What follows belongs to an exercise in optimizing a design on an open flow for small area, a short achievable clock period and few clock cycles; a production flow would make more cautious choices. Only simulation tests tie the RTL to the original design; equivalence was not proved. Power is estimated from default activity; no workload was simulated.

## design/flow/config.mk

```make
export PLATFORM = sky130hd
export DESIGN_NAME = voxel_ray_traversal_unit
export DESIGN_NICKNAME = voxel_ray_traversal_unit
export VERILOG_FILES = /design/flow/design.v
export SDC_FILE = /design/flow/constraint.sdc
export NUM_CORES = 4
export LEC_CHECK = 0
export CAP_MARGIN = 30
export CORE_MARGIN = 2
export CORE_UTILIZATION = 40
export CTS_CLUSTER_DIAMETER = 80
export CTS_CLUSTER_SIZE = 25
export SETUP_SLACK_MARGIN = 4.7
export SLEW_MARGIN = 30
export TNS_END_PERCENT = 5
```

## design/flow/constraint.sdc

```tcl
create_clock -name core_clock -period 8.0 [get_ports {clk}]
set_input_delay 1.6000 -clock core_clock [delete_from_list [all_inputs] [get_ports {clk}]]
set_output_delay 1.6000 -clock core_clock [all_outputs]
set_load 0.01 [all_outputs]
```

## design/flow/design.v

```verilog
`default_nettype none
package vrt_pkg;
    localparam int CRD_W    = 16;
    localparam int IDX_W    = 8;
    localparam int T_W      = 32;
    localparam int VS_W     = 5;
    localparam int NUM_AXES = 3;
    localparam logic [T_W-1:0] T_SAT = '1;
    typedef enum logic [1:0] {
        ST_IDLE,
        ST_DIV_LOAD,
        ST_DIV_WAIT,
        ST_EMIT
    } vrt_state_t;
    typedef enum logic [1:0] {
        OP_IDX_S,
        OP_IDX_E,
        OP_TNEXT,
        OP_TSTEP
    } div_op_t;
    typedef struct packed {
        logic       capture;
        logic       div_start;
        logic       div_store;
        logic       emit;
        div_op_t    op;
        logic [1:0] axis;
    } vrt_cmd_t;
    typedef struct packed {
        logic                div_done;
        logic [NUM_AXES-1:0] flat;
        logic                last_now;
    } vrt_status_t;
endpackage
`default_nettype wire
`default_nettype none
module voxel_ray_traversal_unit (
    input  wire logic        clk,
    input  wire logic        rst_n,
    input  wire logic        start,
    output logic             busy,
    input  wire logic        voxel_size_we,
    input  wire logic [4:0]  voxel_size,
    input  wire logic [15:0] start_x,
    input  wire logic [15:0] start_y,
    input  wire logic [15:0] start_z,
    input  wire logic [15:0] end_x,
    input  wire logic [15:0] end_y,
    input  wire logic [15:0] end_z,
    output logic             voxel_valid,
    output logic [7:0]       voxel_x,
    output logic [7:0]       voxel_y,
    output logic [7:0]       voxel_z,
    output logic             last_voxel_flag,
    output logic             truncated
);
    function automatic logic [16:0] rstep(input logic [16:0] x, input logic [15:0] dx,
                                          input logic cin);
        logic [17:0] m;
        m = {1'b0, x} + {2'b11, dx} + {17'd0, cin};
        rstep = m[17] ? {1'b0, x[15:0]} : {1'b1, m[15:0]};
    endfunction
    function automatic logic [5:0] istep(input logic [4:0] r, input logic b,
                                         input logic [4:0] v);
        logic [6:0] m;
        m = {1'b0, r, b} - {2'b00, v};
        istep = m[6] ? {1'b0, r[3:0], b} : {1'b1, m[4:0]};
    endfunction
    logic [4:0]  v;             
    logic        fe_idx, fe_rdy, fe_opl;
    logic [3:0]  fcnt;
    logic [7:0]  ncur  [3];     
    logic [7:0]  nendv [3];     
    logic [7:0]  nslo  [3];     
    logic [15:0] ndx   [3];     
    logic [15:0] ndxv  [3];     
    logic [2:0]  ndcin;
    logic [2:0]  nneg;
    logic [5:0]  ri_s  [3];     
    logic [4:0]  ri_e  [3];
    logic [2:0]  sat_n_now;
    logic [2:0]  nsat_s;
    logic        dv_run, dv_full;
    logic [4:0]  dcnt;
    logic [15:0] dx    [3];
    logic [2:0]  dcin;
    logic [15:0] rn    [3];
    logic [15:0] rs    [3];
    logic [7:0]  slo   [3];
    logic [2:0]  sat_n;
    logic [2:0]  sat_s;
    logic [31:0] qn    [3];
    logic [31:0] qs    [3];
    logic        be_act, be_emit;
    logic [7:0]  cur   [3];
    logic [7:0]  endv  [3];
    logic [2:0]  neg;
    logic [31:0] tn    [3];
    logic [31:0] ts    [3];
    logic [2:0]  ovf;
    logic        valid_r, last_r, trunc_r, first;
    logic [5:0]  count;
    logic [15:0] s_in [3];
    logic [15:0] e_in [3];
    logic        done, be_free, xfer, cap;
    logic        abort, tnload, opload, dv_free;
    assign s_in[0] = start_x;
    assign s_in[1] = start_y;
    assign s_in[2] = start_z;
    assign e_in[0] = end_x;
    assign e_in[1] = end_y;
    assign e_in[2] = end_z;
    assign done    = valid_r && last_r;
    assign be_free = !be_act || done;
    assign xfer    = fe_rdy && be_free;
    assign busy    = fe_idx || fe_rdy;
    assign cap     = !busy;       
    assign abort   = be_act && !be_emit && done;
    assign tnload  = (be_act && !be_emit && !done && dv_full) ||
                     (xfer && fe_opl && dv_full);
    assign dv_free = !(dv_run || dv_full) || abort ||
                     (be_act && !be_emit && !done && dv_full);
    assign opload  = fe_rdy && !fe_opl && dv_free;
    logic [15:0] rn_nx  [3];
    logic [15:0] rs_nx  [3];
    logic        qnb    [3];
    logic        qsb    [3];
    logic [4:0]  ris_nx [3];
    logic [4:0]  rie_nx [3];
    logic        qis    [3];
    logic        qie    [3];
    always_comb begin
        for (int a = 0; a < 3; a++) begin
            logic [16:0] st;
            logic [5:0]  is;
            st = rstep({rn[a], slo[a][7]}, dx[a], dcin[a]);
            qnb[a]   = st[16];
            rn_nx[a] = st[15:0];
            st = rstep({rs[a], 1'b0}, dx[a], dcin[a]);
            qsb[a]   = st[16];
            rs_nx[a] = st[15:0];
            is = istep(ri_s[a][4:0], ncur[a][7], v);
            qis[a]    = is[5];
            ris_nx[a] = is[4:0];
            is = istep(ri_e[a], nendv[a][7], v);
            qie[a]    = is[5];
            rie_nx[a] = is[4:0];
        end
    end
    logic [5:0]  hi  [3];
    logic [7:0]  lo  [3];
    logic [2:0]  satn_c, sats_c;
    logic        n_at_end;
    always_comb begin
        for (int a = 0; a < 3; a++) begin
            logic [6:0] sn, ss;
            if (nneg[a]) begin
                hi[a] = {1'b0, v} + ri_s[a];
                lo[a] = nslo[a];
            end else begin
                hi[a] = {1'b0, v} - ri_s[a] - {5'd0, (nslo[a] != 8'd0)};
                lo[a] = 8'd0 - nslo[a];
            end
            ss = {1'b0, ndxv[a][5:0]} + {2'b00, v}    + {6'd0, ndcin[a]};
            sats_c[a] = ss[6] && (&ndxv[a][15:6]);
            sn = {1'b0, dx[a][5:0]} + {1'b0, rn[a][5:0]} + {6'd0, dcin[a]};
            satn_c[a] = sn[6] && (&dx[a][15:6]);
        end
        n_at_end = (ncur[0] == nendv[0]) && (ncur[1] == nendv[1]) && (ncur[2] == nendv[2]);
        for (int a = 0; a < 3; a++)
            npre_ax[a] = nneg[a] && (ncur[a] != nendv[a]);
    end
    always_comb
        for (int a = 0; a < 3; a++)
            ndxv[a] = ndcin[a] ? ndx[a] : ~ndx[a];
    assign sat_n_now = (dcnt == 5'd0) ? satn_c : sat_n;
    logic [2:0]  pre_ax;        
    logic        pre;
    logic [2:0]  npre_ax;
    logic [2:0]  allone;
    logic        lt01, lt02, lt12;
    logic [2:0]  axm;           
    logic [2:0]  stepm;         
    logic        step_en;
    logic        do_pre;
    logic [32:0] tsum [3];
    logic        at_end_nx;
    logic [2:0]  eq;
    logic [2:0]  eqs;
    logic [7:0]  cdif [3];
    always_comb begin
        for (int a = 0; a < 3; a++) begin
            cdif[a]   = cur[a] - endv[a];
            eq[a]     = (cur[a] == endv[a]);
            eqs[a]    = neg[a] ? (cdif[a] == 8'd1) : (cdif[a] == 8'hFF);
            allone[a] = &tn[a];
            tsum[a]   = {1'b0, tn[a]} + {1'b0, ts[a]};
        end
        lt01 = !ovf[0] && (ovf[1] ? !allone[0] : (tn[0] < tn[1]));
        lt02 = !ovf[0] && (ovf[2] ? !allone[0] : (tn[0] < tn[2]));
        lt12 = !ovf[1] && (ovf[2] ? !allone[1] : (tn[1] < tn[2]));
        axm[0] = lt01 && lt02;
        axm[1] = !lt01 && lt12;
        axm[2] = !axm[0] && !axm[1];
        do_pre  = first && pre;
        step_en = be_act && !done && (do_pre || be_emit);
        stepm   = do_pre ? pre_ax : axm;
        at_end_nx = (stepm[0] ? eqs[0] : eq[0]) &&
                    (stepm[1] ? eqs[1] : eq[1]) &&
                    (stepm[2] ? eqs[2] : eq[2]);
    end
    always_ff @(posedge clk or negedge rst_n) begin
        if (!rst_n) begin
            fe_idx  <= 1'b0;
            fe_rdy  <= 1'b0;
            fe_opl  <= 1'b0;
            fcnt    <= '0;
            dv_run  <= 1'b0;
            dv_full <= 1'b0;
            dcnt    <= '0;
            be_act  <= 1'b0;
            be_emit <= 1'b0;
            valid_r <= 1'b0;
            v       <= 5'd1;
        end else begin
            if (voxel_size_we)
                v <= (voxel_size == 5'd0) ? 5'd1 : voxel_size;
            fcnt <= fcnt + 1'b1;
            if (!busy) begin
                fe_idx <= start;
                fcnt   <= '0;
            end else if (fe_idx) begin
                if (fcnt == 4'd8) begin
                    fe_idx <= 1'b0;
                    fe_rdy <= 1'b1;
                end
            end else if (xfer) begin
                fe_rdy <= 1'b0;
            end
            if (xfer)
                fe_opl <= 1'b0;
            else if (opload)
                fe_opl <= 1'b1;
            dcnt <= dcnt + 1'b1;
            if (opload) begin
                dv_run  <= 1'b1;
                dv_full <= 1'b0;
                dcnt    <= '0;
            end else if (abort || tnload) begin
                dv_run  <= 1'b0;
                dv_full <= 1'b0;
            end else if (dv_run && dcnt == 5'd31) begin
                dv_run  <= 1'b0;
                dv_full <= 1'b1;
            end
            if (xfer) begin
                be_act  <= 1'b1;
                be_emit <= tnload;
                valid_r <= 1'b1;
            end else if (done) begin
                be_act  <= 1'b0;
                be_emit <= 1'b0;
                valid_r <= 1'b0;
            end else begin
                if (tnload)
                    be_emit <= 1'b1;
                valid_r <= step_en;
            end
        end
    end
    always_ff @(posedge clk) begin
        if (cap) begin
            for (int a = 0; a < 3; a++) begin
                ncur[a]  <= s_in[a][15:8];
                nendv[a] <= e_in[a][15:8];
                nslo[a]  <= s_in[a][7:0];
                ndx[a]   <= e_in[a];
                ri_s[a]  <= '0;
                ri_e[a]  <= '0;
            end
        end else if (fe_idx && fcnt == 4'd8) begin
            for (int a = 0; a < 3; a++) begin
                ri_s[a] <= hi[a];
                nslo[a] <= lo[a];
            end
            nsat_s <= sats_c;
        end else if (fe_idx) begin
            for (int a = 0; a < 3; a++) begin
                ncur[a]  <= {ncur[a][6:0], qis[a]};
                nendv[a] <= {nendv[a][6:0], qie[a]};
                ri_s[a]  <= {1'b0, ris_nx[a]};
                ri_e[a]  <= rie_nx[a];
            end
            if (fcnt == 4'd0) begin
                for (int a = 0; a < 3; a++) begin
                    logic [16:0] x;
                    x        = {1'b0, ndx[a]} + {1'b0, ~ncur[a], ~nslo[a]};
                    ndx[a]   <= x[15:0];
                    ndcin[a] <= !x[16];
                end
            end else if (fcnt == 4'd1) begin
                for (int a = 0; a < 3; a++)
                    nneg[a] <= ndcin[a] && !(&ndx[a]);
            end
        end
        for (int a = 0; a < 3; a++) begin
            rn[a]  <= opload ? {10'd0, ri_s[a]} : rn_nx[a];
            rs[a]  <= opload ? {11'd0, v}       : rs_nx[a];
            slo[a] <= opload ? nslo[a]          : {slo[a][6:0], 1'b0};
        end
        if (opload) begin
            for (int a = 0; a < 3; a++)
                dx[a] <= ndxv[a];
            dcin  <= ndcin;
            sat_s <= nsat_s;
        end
        if (dv_run && dcnt == 5'd0)
            sat_n <= satn_c;
        if (dv_run) begin
            for (int a = 0; a < 3; a++) begin
                qn[a] <= {qn[a][30:0], qnb[a] | sat_n_now[a]};
                qs[a] <= {qs[a][30:0], qsb[a] | sat_s[a]};
            end
        end
        if (tnload) begin
            for (int a = 0; a < 3; a++) begin
                tn[a]  <= qn[a];
                ts[a]  <= qs[a];
                ovf[a] <= 1'b0;
            end
        end
        if (xfer) begin
            for (int a = 0; a < 3; a++) begin
                cur[a]  <= ncur[a];
                endv[a] <= nendv[a];
            end
            neg     <= nneg;
            pre_ax  <= npre_ax;
            pre     <= |npre_ax;
            last_r  <= n_at_end;
            trunc_r <= 1'b0;
            first   <= 1'b1;
            count   <= '0;
        end else if (step_en) begin
            for (int a = 0; a < 3; a++) begin
                if (stepm[a])
                    cur[a] <= neg[a] ? cur[a] - 8'd1 : cur[a] + 8'd1;
                if (!do_pre && axm[a]) begin
                    tn[a]  <= tsum[a][31:0];
                    ovf[a] <= ovf[a] | tsum[a][32];
                end
            end
            first   <= 1'b0;
            count   <= count + 1'b1;
            last_r  <= at_end_nx || (count == 6'd62);
            trunc_r <= !at_end_nx && (count == 6'd62);
        end
    end
    assign voxel_valid     = valid_r;
    assign voxel_x         = cur[0];
    assign voxel_y         = cur[1];
    assign voxel_z         = cur[2];
    assign last_voxel_flag = last_r;
    assign truncated       = trunc_r;
endmodule
`default_nettype wire
```

## design/flow/flow/run.sh

```bash
#!/bin/bash
# The standard layout (standard.sh), with the port buffers that
# buffer_ports inserts made as sky130_fd_sc_hd__buf_4 instead of the
# library's smallest buffer (a slow delay cell).  Every port is still
# buffered.  The full output goes to standard.log.
set -euo pipefail
export BUFFER_PORTS_ARGS="-buffer_cell sky130_fd_sc_hd__buf_4"
bash standard.sh > standard.log 2>&1
```

## design/flow/standard.sh

```bash
#!/bin/bash
# synth_recipe.tcl (not shown) runs the flow's synth.tcl, then flattens the netlist and writes it again
# the make line also repeats each setting of config.mk as NAME=value (left out here)
make -C /OpenROAD-flow-scripts/flow DESIGN_CONFIG=/design/flow/config.mk WORK_HOME=/design/flow/orfs CLKGATE_MAP_FILE= SYNTH_SCRIPT=/design/flow/synth_recipe.tcl "${@:-finish}"
```

==> notes.md, run 1 <==
Slew Limit Fails=0; gr busiest metal=met2; largest cells by area after synthesis=edfxtp_1 (34%), ha_1 (13%), dfxtp_1 (11%), xnor2_1 (4.1%), nand2_1 (3.9%); TritonCTS clock tree=built; Setup CP Type=reg -> reg; H-tree level count=2; VDD IR-drop max=0.355 mV; Max Root-Sink Buffers=3; Cell variety after synth=81; Seq/Total Area, Yosys=45.8%; Final nets=5505; Worst Hold Depth=0; vias after detailed routing=35000; Routed Antenna Nets=0; r2r setup slk=4.53 ns; Synth-to-Final Area Change=13.4%; RR Startpoint=tn[1][29]; top cells by count, synth=edfxtp_1 (530), nand2_1 (488), ha_1 (479), a21oi_1 (352), o21ai_0 (348); Die H=348 µm; Final Setup Violations=0; layout cells sized above 1=11.1%; DRT Wirelength=124 mm; Iter 0 DRT Violations=2642; max_cap viols=0; fmax=0.288 GHz; Worst Min Path Start=qs[0][3]; DP HPWL=88.6 mm; Die Wd=348 µm; first-pass GRT wire length=192 mm; row count=126; 1st-pass router iterations=7; TritonCTS Buffers=46; WHS=0.415 ns; final hold violations=0; RePlAce Congestion=0.877; crit-path max FO=10; worst slew pin tran=0.971 ns; CTS sink count=812; fin crit share=43.4%; Leakage=0.0220 µW; RSZ-0062 raised after global routing=true; clk root buf=clkbuf_16; Reg2Reg Depth=14; initial core utilization=40.2%; initial antenna violation count=0; relative slew slack=35.3%; total I/O pin count=133; Post-Syn Area=47400 µm²; status=timing/DRC/antenna clean; Synth Area per Inst=10.1 µm²; crit path DAT=4.03 ns; min-delay worst type=reg -> reg; M2 GR Usage=33.2%; n_diodes=0; Setup TNS Final=0 ns; top-count cell post-synth=edfxtp_1; Mapped Cells=4705; met3 Resource Use GR=2.12%; Final Skew=0.0514 ns; Mapped Nets=5325; worst skew pair latency=0.68 ns; CP startpoint kind=flip-flop; number of global-route vias before repair=33600; ys flop type=edfxtp_1; clock-pin slew on the worst setup and hold paths=0.10 ns; DRC violations left=0; yosys warns=32; met1 usage=27.4%; pin count of the biggest net entering global routing=110; total track usage=19.9%; RR Endpoint=tn[1][16]; Die ar.=121000 µm²; Synth top area share=33.6%; PortBufs=132; post-synthesis register bit count=812; hold_buf cts=0; CP Data Required Time=8.56 ns; Power Density=486 nW/µm²; number of synthesized flops with an enable pin=530; total grt overflow=0; asr flop ratio synth=2.71%; minimum clock period after layout=3.47 ns; area leader, netlist=edfxtp_1; Wirelength per Cell=19.2 µm; Hold Path Sink=qs[0][4]; Core Area=118000 µm²; CP endpoint kind=flip-flop; Vias/cell=5.43
-- per-stage QoR --
step | worst slack [ns] | instances | power (µW) | cell area [µm²] | utilization (%)
2_1_floorplan | 4.49 | 4705 | 18400 | 47400 | -
3_3_place_gp | 3.42 | 6271 | 21600 | 50000 | 42.5
3_5_place_dp | 3.38 | 6271 | 21900 | 50100 | 42.5
4_1_cts | 4.52 | 6405 | 25400 | 52600 | 44.7
5_1_grt | 4.41 | 6459 | 28400 | 53700 | 45.6
6_report | 4.53 | 6459 | 26100 | 53700 | 45.6
-- area by class of cell --
cell class	count	area, µm²
Fill cell	10900	64000
Multi-Input combinational cell	3447	24800
Sequential cell	812	21700
Timing Repair Buffer	259	2450
Tap cell	1536	1920
Clock buffer	58	1260
Inverter	319	1230
Clock inverter	28	335
-- cell families after synthesis --
logic type               count (synthesis)  share of synthesized area, %
flip-flops                             812                          45.8
AND/OR/NAND/NOR                       1315                          12.8
XOR/XNOR                               340                          6.29
AO/OA/AOI/OAI                         1161                          15.0
buffers and inverters                  449                          3.59
multiplexers                           113                          2.40
adder cells (fa/ha/maj)                515                          14.2
-- flip-flops by register name, indices dropped and copies added, names as in the netlist, 5 cells and up --
name / flops
cur: 24
rs: 48
count: 6
rn: 48
dcnt: 5
ri_s: 18
ts: 96
qn: 96
qs: 96
ncur: 24
nslo: 24
nendv: 24
slo: 24
endv: 24
ndx: 48
ri_e: 15
tn: 96
v: 5
dx: 48
-- per-layer routing --
layer  routed length, µm  vias to the layer above
met5                   0                        -
met4                3520                        0
met3                5550                      147
met2               57700                      780
met1               57000                    16700
li1                    -                    17400
-- how the worst max path moves through the flow --
stage,start,cells after the start,end
after floorplan,tn[1][31],12,cur[2][0]
after global placement,tn[0][30],12,tn[2][5]
after detailed placement,tn[0][30],12,tn[2][5]
after CTS,ndx[2][0],12,ndx[2][14]
after global routing,tn[1][31],14,tn[1][23]
final,tn[1][29],14,tn[1][16]
-- power breakdown --
group | total (µW) | leakage [µW] | switching [µW] | internal, µW
registers | 8860 | 0.00745 | 1760 | 7100
clock network | 2820 | 0.000778 | 1570 | 1250
logic | 14400 | 0.0137 | 7990 | 6410
-- repair_timing --
item / in CTS / in global routing
setup endpoints to repair: 266 / 263
pin swaps: 20 / 54
gates cloned: 10 / 8
gates resized for setup: 103 / 153
setup buffers: 38 / 44
-- worst max-delay path, stage by stage (launching register included) --
cell and delay [ns]:
dfxtp_2 0.36, inv_2 0.06, ha_4 0.26, nand4_1 0.10
or2_1 0.29, or4_4 0.44, a2111oi_4 0.23, a21oi_2 0.12
buf_6 0.14, a311o_2 0.36, or3_4 0.41, buf_12 0.15
bufbuf_16 0.27, nor2_1 0.11, a31oi_1 0.05
-- cells in the final DEF, fill, tap and decap left out, drive strengths merged, types with 14 or more instances in the layout --
| cell | Yosys | routed |
|---|---|---|
| a2111oi | 16 | 16 |
| a211oi | 61 | 61 |
| a21boi | 14 | 14 |
| a21o | 102 | 102 |
| a21oi | 352 | 352 |
| a31o | 12 | 14 |
| a31oi | 40 | 40 |
| and2 | 30 | 30 |
| and3 | 35 | 35 |
| buf | 13 | 251 |
| clkbuf | 117 | 64 |
| dfrtp | 21 | 21 |
| dfxtp | 260 | 260 |
| edfxtp | 530 | 530 |
| fa | 36 | 36 |
| ha | 479 | 479 |
| inv | 318 | 334 |
| mux2i | 108 | 108 |
| nand2 | 488 | 488 |
| nand2b | 47 | 47 |
| nand3 | 109 | 109 |
| nand4 | 58 | 58 |
| nor2 | 321 | 321 |
| nor2b | 35 | 35 |
| nor3 | 75 | 75 |
| nor4 | 30 | 30 |
| o211ai | 28 | 28 |
| o21a | 31 | 31 |
| o21ai | 354 | 354 |
| o21bai | 44 | 44 |
| o31ai | 19 | 19 |
| or2 | 16 | 16 |
| or3 | 28 | 29 |
| xnor2 | 222 | 222 |
| xor2 | 118 | 118 |
Testbench counts, summed over its fixed seeds: cycles 14,374.
==> inputs of run 2 (changes only) <==
--- a/design/flow/config.mk
+++ b/design/flow/config.mk
@@ -9,6 +9,6 @@
 export CORE_MARGIN = 2
 export CORE_UTILIZATION = 40
-export CTS_CLUSTER_DIAMETER = 80
-export CTS_CLUSTER_SIZE = 25
+export CTS_CLUSTER_DIAMETER = 60
+export CTS_CLUSTER_SIZE = 20
 export SETUP_SLACK_MARGIN = 4.7
 export SLEW_MARGIN = 30
==> run 2 against run 1 <==
Net effect: still clean; design area grew 1.4%; sequential share of layout area shrank 0.62 points; cell count grew 0.53%; critical endpoint is now tn[1][23].
==> notes.md, run 2 <==
fmax=0.297 GHz; total track usage=19.9%; largest cells by area after synthesis=edfxtp_1 (34%), ha_1 (13%), dfxtp_1 (11%), xnor2_1 (4.1%), nand2_1 (3.9%); Cell Area, Placed=50100 µm²; Leakage=0.0224 µW; Iter 0 DRT Violations=2382; worst slew pin tran=0.978 ns; Synth Area per Inst=10.1 µm²; crit-path max FO=14; ys flop type=edfxtp_1; fin crit share=42.1%; register area=21700 µm²; Setup TNS Final=0 ns; VDD IR-drop max=0.272 mV; 1st-pass router iterations=5; Synth top area share=33.6%; met3 Resource Use GR=2.52%; pin count of the biggest net entering global routing=110; relative slew slack=34.8%; Vias/cell=5.41; Synth-to-Final Area Change=15.0%; Mapped Cells=4705; max incr delay on CP=0.43 ns; clock-pin slew on the worst setup and hold paths=0.08 ns; Die H=348 µm; vias after detailed routing=35100; clk root buf=clkbuf_16; Slew Limit Fails=0; post-synthesis register bit count=812; Final Skew=0.0617 ns; largest delay contributor family on the critical path=compound AO/OA/AOI/OAI gates; DRT Wirelength=123 mm; DP HPWL=88.6 mm; RePlAce Congestion=0.877; asr flop ratio synth=2.71%; fin util=46.2%; crit-path cells=inv_2, ha_4, nand4_1, or2_1, or4_4, a2111oi_4, a21oi_2, a311o_2, or3_4, buf_6, o211ai_1, o41ai_1, a311oi_1; number of global-route vias before repair=33800; TritonCTS Buffers=84; Buf+Inv Stages, Crit Path=2; Max Root-Sink Buffers=3; gr busiest metal=met2; Cell variety after synth=81; initial core utilization=40.2%; total I/O pin count=133; met1 usage=27.1%; area leader, netlist=edfxtp_1; n_diodes=0; Core Area=118000 µm²; Final nets=5505; Mapped Nets=5325; minimum clock period after layout=3.37 ns; top-count cell post-synth=edfxtp_1; layout cells sized above 1=10.9%; max_cap viols=0; CP startpoint kind=flip-flop; Seq/Total Area, Yosys=45.8%; Setup CP Type=reg -> reg; Routed Antenna Nets=0; total power=27100 µW; fillers=10800; total grt overflow=0; Final Setup Violations=0; design area=54500 µm²; initial antenna violation count=0; Power Density=498 nW/µm²; RSZ-0062 raised after global routing=true; PortBufs=132; TritonCTS clock tree=built; M2 GR Usage=32.7%; worst skew pair latency=0.69 ns; final hold violations=0; status=timing/DRC/antenna clean; top cells by count, synth=edfxtp_1 (530), nand2_1 (488), ha_1 (479), a21oi_1 (352), o21ai_0 (348); Multi-input gate area=24600 µm²; number of synthesized flops with an enable pin=530; row count=126; min-delay worst type=reg -> reg; DRC violations left=0; slowest CP cell=or4_4; CP Data Required Time=8.59 ns; crit path DAT=3.96 ns; hold_buf cts=0; commonest non-fill, non-tap cell in the layout=edfxtp_1; yosys warns=32; Die Wd=348 µm; first-pass GRT wire length=192 mm; CP endpoint kind=flip-flop; most frequent cells in the layout=edfxtp_1 (530), nand2_1 (485), ha_1 (466); Post-Syn Area=47400 µm²; Wirelength per Cell=18.9 µm; H-tree level count=3; Die ar.=121000 µm²; CTS sink count=812
[run 2: kinds of logic (layout without fill, tap and decap cells)]
logic type                 Yosys count  in the layout  synth area share [%]
adders and majority gates          515            515                  14.2
DFF                                812            812                  45.8
and+or+nand+nor                   1315           1316                  12.8
muxes                              113            113                  2.40
xor gates and xnor gates           340            340                  6.29
AOI/OAI and AO/OA                 1161           1161                  15.0
buffers and inverters              449            700                  3.59
[run 2: area by class of cell]
type                            count  share of cell area (%)
Tap cell                         1536                    3.53
Multi-Input combinational cell   3445                    45.2
Timing Repair Buffer              223                    3.53
Sequential cell                   812                    39.8
Inverter                          319                    2.25
Clock inverter                     63                    1.59
Clock buffer                       95                    4.07
[run 2: final timing paths]
check | startpoint | endpoint | slack [ns] | depth (start not counted)
hold / removal | qs[2][31] | ts[2][31] | 0.42 | 0
hold reg to reg | qs[2][31] | ts[2][31] | 0.42 | 0
setup reg to reg | tn[1][29] | tn[1][23] | 4.63 | 13
max in group asynchronous | rst_n | dv_run | 6.81 | 1
min in group asynchronous | rst_n | v[2] | 0.84 | 1
setup / recovery | tn[1][29] | tn[1][23] | 4.63 | 13
[run 2: worst reg2reg max path, delay by kind of cell (launching register included)]
kind	cells	cell delay (ns)
AOI/OAI and AO/OA	6	1.21
and+or+nand+nor	4	1.20
DFF	1	0.35
adders and majority gates	1	0.26
buffers and inverters	2	0.23
[run 2: where the power goes]
| part | switching [µW] | internal [µW] |
|---|---|---|
| Clock | 2040 | 2220 |
| Combinational | 7860 | 6170 |
| Sequential | 1740 | 7090 |
[run 2: layer usage]
metal	share of wire [%]	routed length (µm)
met1	46	56300
met2	46	56900
met3	4.8	5920
met4	3.1	3760
met5	0	0
[run 2: what timing repair did]
item | CTS | global route
endpoints found under the setup margin | 261 | 273
cloned | 4 | 1
buffers inserted | 24 | 33
pin swaps | 17 | 46
resized for setup | 67 | 118
[run 2: per-stage QoR]
step | hold WS [ns] | cells | setup slack, ns
CTS | 0.423 | 6457 | 4.51
detailed placement | 0.406 | 6271 | 3.38
finish | 0.424 | 6493 | 4.63
floorplan | 0.400 | 4705 | 4.49
global placement | 0.403 | 6271 | 3.42
global route | 0.433 | 6493 | 4.47
==> inputs of run 3 (changes only) <==
--- a/design/flow/config.mk
+++ b/design/flow/config.mk
@@ -11,5 +11,5 @@
 export CTS_CLUSTER_DIAMETER = 60
 export CTS_CLUSTER_SIZE = 20
-export SETUP_SLACK_MARGIN = 4.7
+export SETUP_SLACK_MARGIN = 5.0
 export SLEW_MARGIN = 30
 export TNS_END_PERCENT = 5
==> run 3 against run 2 <==
Net effect: via count up 0.60%; critical path type unchanged; utilization up 0.45 points; largest power group unchanged; first-iteration DRC count rose by 6.8%; sequential power grew 0.7%; synthesized cell count stayed put; critical path depth is the same; still clean on timing, DRC and antenna; die area is the same; fmax decreased by 4.1%; clock skew fell by 0.015 ns; cell count increased by 0.63%; combinational power is 4% higher.
==> notes.md, run 3 <==
RePlAce Congestion=0.863; top-count cell post-synth=edfxtp_1; Switch Pwr=11800 µW; post-synthesis adder-cell area fraction=14.2%; 1st-pass router iterations=5; relative slew slack=36.2%; DP HPWL=89.6 mm; Int Pwr=15800 µW; minimum clock period after layout=3.51 ns; vias after detailed routing=35300; Sequential Power Share=32.2%; pin count of the biggest net entering global routing=98; worst slew pin tran=0.958 ns; PortBufs=132; Die ar.=121000 µm²; initial core utilization=40.2%; DRC violations left=0; number of synthesized flops with an enable pin=530; first-pass GRT wire length=194 mm; crit-path cells=inv_1, ha_4, nand4_1, or2_1, or4_4, a2111oi_4, a21oi_4, a311o_2, or3_4, buf_12, o211ai_1, o21ai_1, a311oi_1; total track usage=20.1%; Die H=348 µm; Synth-to-Final Area Change=16.1%; most frequent cells in the layout=edfxtp_1 (530), nand2_1 (485), ha_1 (467); Routed Antenna Nets=0; Cell Area, Placed=50100 µm²; Post-Synth XOR/XNOR Area=6.29%; number of global-route vias before repair=34100; pre-CTS setup slack=3.39 ns; largest family of logic cells by synthesized area=compound AO/OA/AOI/OAI gates; Slew Limit Fails=0; Max Root-Sink Buffers=3; Cell variety after synth=81; CP startpoint kind=flip-flop; final hold violations=0; area leader, netlist=edfxtp_1; min-delay worst type=reg -> reg; Core Area=118000 µm²; Power Density=501 nW/µm²; fin util=46.7%; CP endpoint kind=flip-flop; Compound-Gate Fraction of Synth Area=15.0%; CTS sink count=812; yosys warns=32; design area=55000 µm²; RSZ-0062 raised after global routing=true; total grt overflow=0; post-synthesis mux area share=2.40%; DRT Wirelength=125 mm; fin worst setup slack=4.49 ns; Synth Area per Inst=10.1 µm²; Synth top area share=33.6%; row count=126; Iter 0 DRT Violations=2545; commonest non-fill, non-tap cell in the layout=edfxtp_1; Die Wd=348 µm; n_diodes=0; Post-Syn Area=47400 µm²; fmax=0.285 GHz; clock network power share=15.3%; top cells by count, synth=edfxtp_1 (530), nand2_1 (488), ha_1 (479), a21oi_1 (352), o21ai_0 (348); slowest CP cell=or3_4; clock-pin slew on the worst setup and hold paths=0.07 ns; CP Data Required Time=8.59 ns; Setup TNS Final=0 ns; crit path DAT=4.10 ns; TritonCTS clock tree=built; fin crit share=43.9%; Net Sw Frac=42.8%; Final Skew=0.0469 ns; Final Setup Violations=0; max incr delay on CP=0.48 ns; Leakage=0.0226 µW; Wirelength per Cell=19.2 µm; largest cells by area after synthesis=edfxtp_1 (34%), ha_1 (13%), dfxtp_1 (11%), xnor2_1 (4.1%), nand2_1 (3.9%); TritonCTS Buffers=86; max_cap viols=0; crit-path max FO=10; layout cells sized above 1=12.1%; status=timing/DRC/antenna clean; Vias/cell=5.40; Gate power share=52.4%; ys flop type=edfxtp_1; Mapped Cells=4705; clk root buf=clkbuf_16; Final nets=5544; simple-gate portion of the synthesized area=12.8%; VDD IR-drop max=0.352 mV; WHS=0.419 ns; H-tree level count=3; post-synthesis register bit count=812; asr flop ratio synth=2.71%; total I/O pin count=133; Setup CP Type=reg -> reg; worst skew pair latency=0.68 ns; Mapped Nets=5325; initial antenna violation count=0; Seq/Total Area, Yosys=45.8%
-- run 3: cell counts after synthesis --
No cell type changed its count.
-- run 3: final timing paths --
kind	from	to	slack (ns)	cells after the start
min in group asynchronous	rst_n	dv_run	0.85	1
hold reg to reg	qs[2][31]	ts[2][31]	0.42	0
hold / removal	qs[2][31]	ts[2][31]	0.42	0
setup reg to reg	tn[1][31]	tn[1][29]	4.49	13
max in group asynchronous	rst_n	v[0]	6.83	1
setup / recovery	tn[1][31]	tn[1][29]	4.49	13
-- run 3: repair_timing --
action,CTS,global route
hold buffers,0,0
buffers inserted,52,36
resized for setup,124,113
pin swaps,25,49
cloned,8,4
setup endpoints to repair,398,435
-- run 3: power by group through the flow --
| stage | Combinational [µW] | Sequential, µW | Clock, µW |
|---|---|---|---|
| finish | 14500 | 8880 | 4230 |
| global placement | 12700 | 8920 | 0 |
| floorplan | 10200 | 8230 | 0 |
| global route | 16200 | 9100 | 4480 |
| CTS | 13800 | 8860 | 4330 |
| detailed placement | 13000 | 8940 | 0 |
-- run 3: worst max-delay path, delay by kind of cell (launching register included) --
kind / cells / cell delay (ns)
DFF: 1 / 0.34
AOI/OAI and AO/OA: 6 / 1.24
buffers and inverters: 2 / 0.26
adders and majority gates: 1 / 0.28
and+or+nand+nor: 4 / 1.27
-- run 3: logic make-up after synthesis --
group,Yosys count
flip-flops,812
AO/OA/AOI/OAI,1161
AND/OR/NAND/NOR,1315
adder cells (fa/ha/maj),515
multiplexers,113
XOR/XNOR,340
buffers and inverters,449
-- run 3: per-stage QoR --
| stage | total power [µW] | std cells |
|---|---|---|
| after global placement | 21700 | 6270 |
| after CTS | 27000 | 6493 |
| after floorplan | 18400 | 4705 |
| final | 27600 | 6534 |
| after detailed placement | 22000 | 6271 |
| after global routing | 29800 | 6534 |
-- run 3: cell type report --
type / count / area [µm²]
Tap cell: 1536 / 1920
Clock buffer: 96 / 2240
Inverter: 319 / 1230
Timing Repair Buffer: 258 / 2360
Fill cell: 10800 / 62800
Clock inverter: 66 / 759
Timing Repair inverter: 1 / 8.76
Sequential cell: 812 / 21700
Multi-Input combinational cell: 3446 / 24800
-- run 3: metal layers --
layer,wire length (µm),GRT usage (%),vias up
li1,-,-,17500
met1,57000,27.5,16900
met2,58100,33.1,794
met3,6680,2.65,183
met4,3660,6.21,0
met5,0,0,-
==> inputs of run 4 (changes only) <==
--- a/design/flow/config.mk
+++ b/design/flow/config.mk
@@ -8,8 +8,8 @@
 export CAP_MARGIN = 30
 export CORE_MARGIN = 2
-export CORE_UTILIZATION = 40
+export CORE_UTILIZATION = 50
 export CTS_CLUSTER_DIAMETER = 60
 export CTS_CLUSTER_SIZE = 20
-export SETUP_SLACK_MARGIN = 5.0
+export SETUP_SLACK_MARGIN = 4.7
 export SLEW_MARGIN = 30
 export TNS_END_PERCENT = 5
==> run 4 against run 3 <==
Net effect: still clean; non-clock buffer count down 21; combinational power down 3%; sequential cell count unchanged; die area down 20%; sequential power down 0.6%; hold slack better by 0.0040 ns; global-route usage up 4.4 points; fmax down 0.30%; design area down 1.9%; clock skew down 0.016 ns; setup slack worse by 0.010 ns; sequential share of layout area up 0.76 points; critical path type unchanged; largest cell class unchanged.
==> notes.md, run 4 <==
Worst Hold Depth=2; H-tree level count=3; worst skew pair latency=0.67 ns; Die H=312 µm; final hold violations=0; Power Density=498 nW/µm²; Iter 0 DRT Violations=2355; Worst Min Path Start=slo[2][2]; Post-Syn Area=47400 µm²; largest delay contributor family on the critical path=compound AO/OA/AOI/OAI gates; Setup TNS Final=0 ns; DP HPWL=88.4 mm; Int Pwr=15400 µW; PortBufs=132; Routed Antenna Nets=0; Cell variety after synth=81; Synth top area share=33.6%; total I/O pin count=133; n_diodes=0; yosys warns=32; clock network power share=14.9%; worst slew pin tran=0.984 ns; total grt overflow=0; CTS sink count=812; top cells by count, synth=edfxtp_1 (530), nand2_1 (488), ha_1 (479), a21oi_1 (352), o21ai_0 (348); RePlAce Congestion=0.906; max_cap viols=0; Core Area=93600 µm²; Max Root-Sink Buffers=3; Mapped Nets=5325; Final nets=5513; fmax=0.284 GHz; clock-pin slew on the worst setup and hold paths=0.08 ns; initial core utilization=50.6%; area leader, netlist=edfxtp_1; TritonCTS clock tree=built; most frequent cells in the layout=edfxtp_1 (530), nand2_1 (485), ha_1 (466); post-synthesis register bit count=812; Reg2Reg Depth=13; Leakage=0.0223 µW; Die ar.=97200 µm²; r2r setup slk=4.48 ns; first-pass GRT wire length=190 mm; CP endpoint kind=flip-flop; commonest non-fill, non-tap cell in the layout=edfxtp_1; TritonCTS Buffers=77; Final Setup Violations=0; Buf+Inv Stages, Crit Path=1; Synth-to-Final Area Change=13.9%; RSZ-0062 raised after global routing=true; Cell Area, Placed=49700 µm²; Setup CP Type=reg -> reg; clk root buf=clkbuf_16; top-count cell post-synth=edfxtp_1; total track usage=24.6%; crit path capture=ndcin[0]; Slew Limit Fails=0; Switch Pwr=11400 µW; Seq/Total Area, Yosys=45.8%; min-delay worst type=reg -> reg; Mapped Cells=4705; VDD IR-drop max=0.281 mV; Final Skew=0.0313 ns; DRT Wirelength=122 mm; layout cells sized above 1=11.1%; Vias/cell=5.59; vias after detailed routing=34700; initial antenna violation count=0; fin crit share=44.0%; launch point of the worst path=nslo[0][0]; number of global-route vias before repair=33800; Wirelength per Cell=19.7 µm; Gate power share=52.2%; pin count of the biggest net entering global routing=107; Sequential Power Share=32.9%; Net Sw Frac=42.6%; hold_buf cts=0; minimum clock period after layout=3.52 ns; slowest CP cell=fa_1; path length in cells of the critical path=13; crit-path max FO=3; ys flop type=edfxtp_1; status=timing/DRC/antenna clean; Die Wd=312 µm; RR Endpoint=ndcin[0]; 1st-pass router iterations=8; number of synthesized flops with an enable pin=530; crit-path cells=inv_1, ha_1, fa_1, a21o_1, a21oi_1, o21bai_1, a21oi_2, o21bai_1, a21bo_2, o41a_1, a31oi_2, nor2_1, a211oi_1; RR Startpoint=nslo[0][0]; crit path DAT=3.96 ns; row count=112; Synth Area per Inst=10.1 µm²; largest cells by area after synthesis=edfxtp_1 (34%), ha_1 (13%), dfxtp_1 (11%), xnor2_1 (4.1%), nand2_1 (3.9%); asr flop ratio synth=2.71%; relative slew slack=34.2%; DRC violations left=0; CP Data Required Time=8.44 ns; Crit path top cell by count=o21bai_1; design area=54000 µm²; CP startpoint kind=flip-flop; max incr delay on CP=0.41 ns
==> run 4: power by group through the flow <==
stage          registers [µW]  logic, µW  clock network [µW]
2_1_floorplan            8230      10200                   0
4_1_cts                  8820      13500                4100
5_1_grt                  9040      15800                4250
6_report                 8830      14000                4010
3_5_place_dp             8900      13000                   0
3_3_place_gp             8900      12800                   0
==> run 4: through the flow <==
stage | hold slack [ns] | worst slack, ns | util, % | power, µW | cells
4_1_cts | 0.424 | 4.49 | 56.6 | 26400 | 6161
3_3_place_gp | 0.401 | 3.37 | 53.1 | 21700 | 5990
2_1_floorplan | 0.400 | 4.49 | - | 18400 | 4705
3_5_place_dp | 0.405 | 3.34 | 53.1 | 21900 | 5993
6_report | 0.423 | 4.48 | 57.6 | 26900 | 6211
5_1_grt | 0.436 | 4.41 | 57.6 | 29100 | 6211
==> run 4: per-layer routing <==
layer | track usage (%) | part of all wire, %
met1 | 31.4 | 44
met2 | 42.5 | 49
met3 | 2.94 | 3.4
met4 | 9.46 | 4.1
met5 | 0 | 0
==> run 4: what timing repair did <==
item | 4_1_cts | 5_1_grt
pin swaps | 12 | 58
gates resized for setup | 64 | 128
hold endpoints to repair | 0 | 0
setup endpoints to repair | 263 | 311
cloned | 4 | 4
buffers inserted | 21 | 45
==> run 4: area by class of cell <==
type	count	area, µm²
Timing Repair Buffer	237	2010
Clock inverter	57	739
Tap cell	1254	1570
Fill cell	8240	39700
Clock buffer	86	2060
Inverter	319	1250
Sequential cell	812	21700
Multi-Input combinational cell	3446	24600
==> run 4: worst min-delay path by stage <==
| stage | end |
|---|---|
| floorplan | sat_s[0] |
| global placement | ts[1][31] |
| detailed placement | ts[0][31] |
| CTS | slo[1][4] |
| global route | slo[1][4] |
| finish | slo[2][3] |
==> run 4: cell families after synthesis <==
group / count (synthesis) / share of synthesized area, %
and+or+nand+nor: 1315 / 12.8
adders and majority gates: 515 / 14.2
AOI/OAI and AO/OA: 1161 / 15.0
muxes: 113 / 2.40
buffers and inverters: 449 / 3.59
DFF: 812 / 45.8
xor gates and xnor gates: 340 / 6.29
==> run 4: worst min-delay path, delay by kind of cell (launching register included) <==
family / cells / cell delay [ns]
AOI/OAI and AO/OA: 1 / 0.05
and+or+nand+nor: 1 / 0.04
DFF: 1 / 0.31

-- separate check: timing with driven ports --
How much do the figures lean on ideal ports? The routed layouts below were timed once more, with nothing changed but the port constraints.
Step 1: set_driving_cell puts a clkbuf_16 on clk and a buf_2 on each other input, an assumption about the parent block.
Step 2 moves the port delays by t, midway between the first and last clock arrival at a register: inputs arrive t later, outputs are due t later. That takes back most of the time a late clock gives input paths.
Slacks: no drivers / after step 1 / after step 2; pairs: no drivers / after step 1.
| run | shift t [ns] | setup slack, ns | hold WS [ns] | worst slew at a driven data input, ns | cell pins on the clock port's net |
|---|---|---|---|---|---|
| run 1 | 0.730 | 4.531 / 4.531 / 4.531 | 0.415 / 0.415 / 0.415 | 0.06 | 1 |
| run 2 | 0.740 | 4.631 / 4.603 / 4.631 | 0.424 / 0.424 / 0.424 | 0.06 | 1 |
| run 3 | 0.736 | 4.489 / 4.489 / 4.489 | 0.419 / 0.419 / 0.419 | 0.06 | 1 |
| run 4 | 0.724 | 4.478 / 4.478 / 4.478 | 0.423 / 0.423 / 0.423 | 0.09 | 1 |
After both steps every run listed still meets setup and hold.
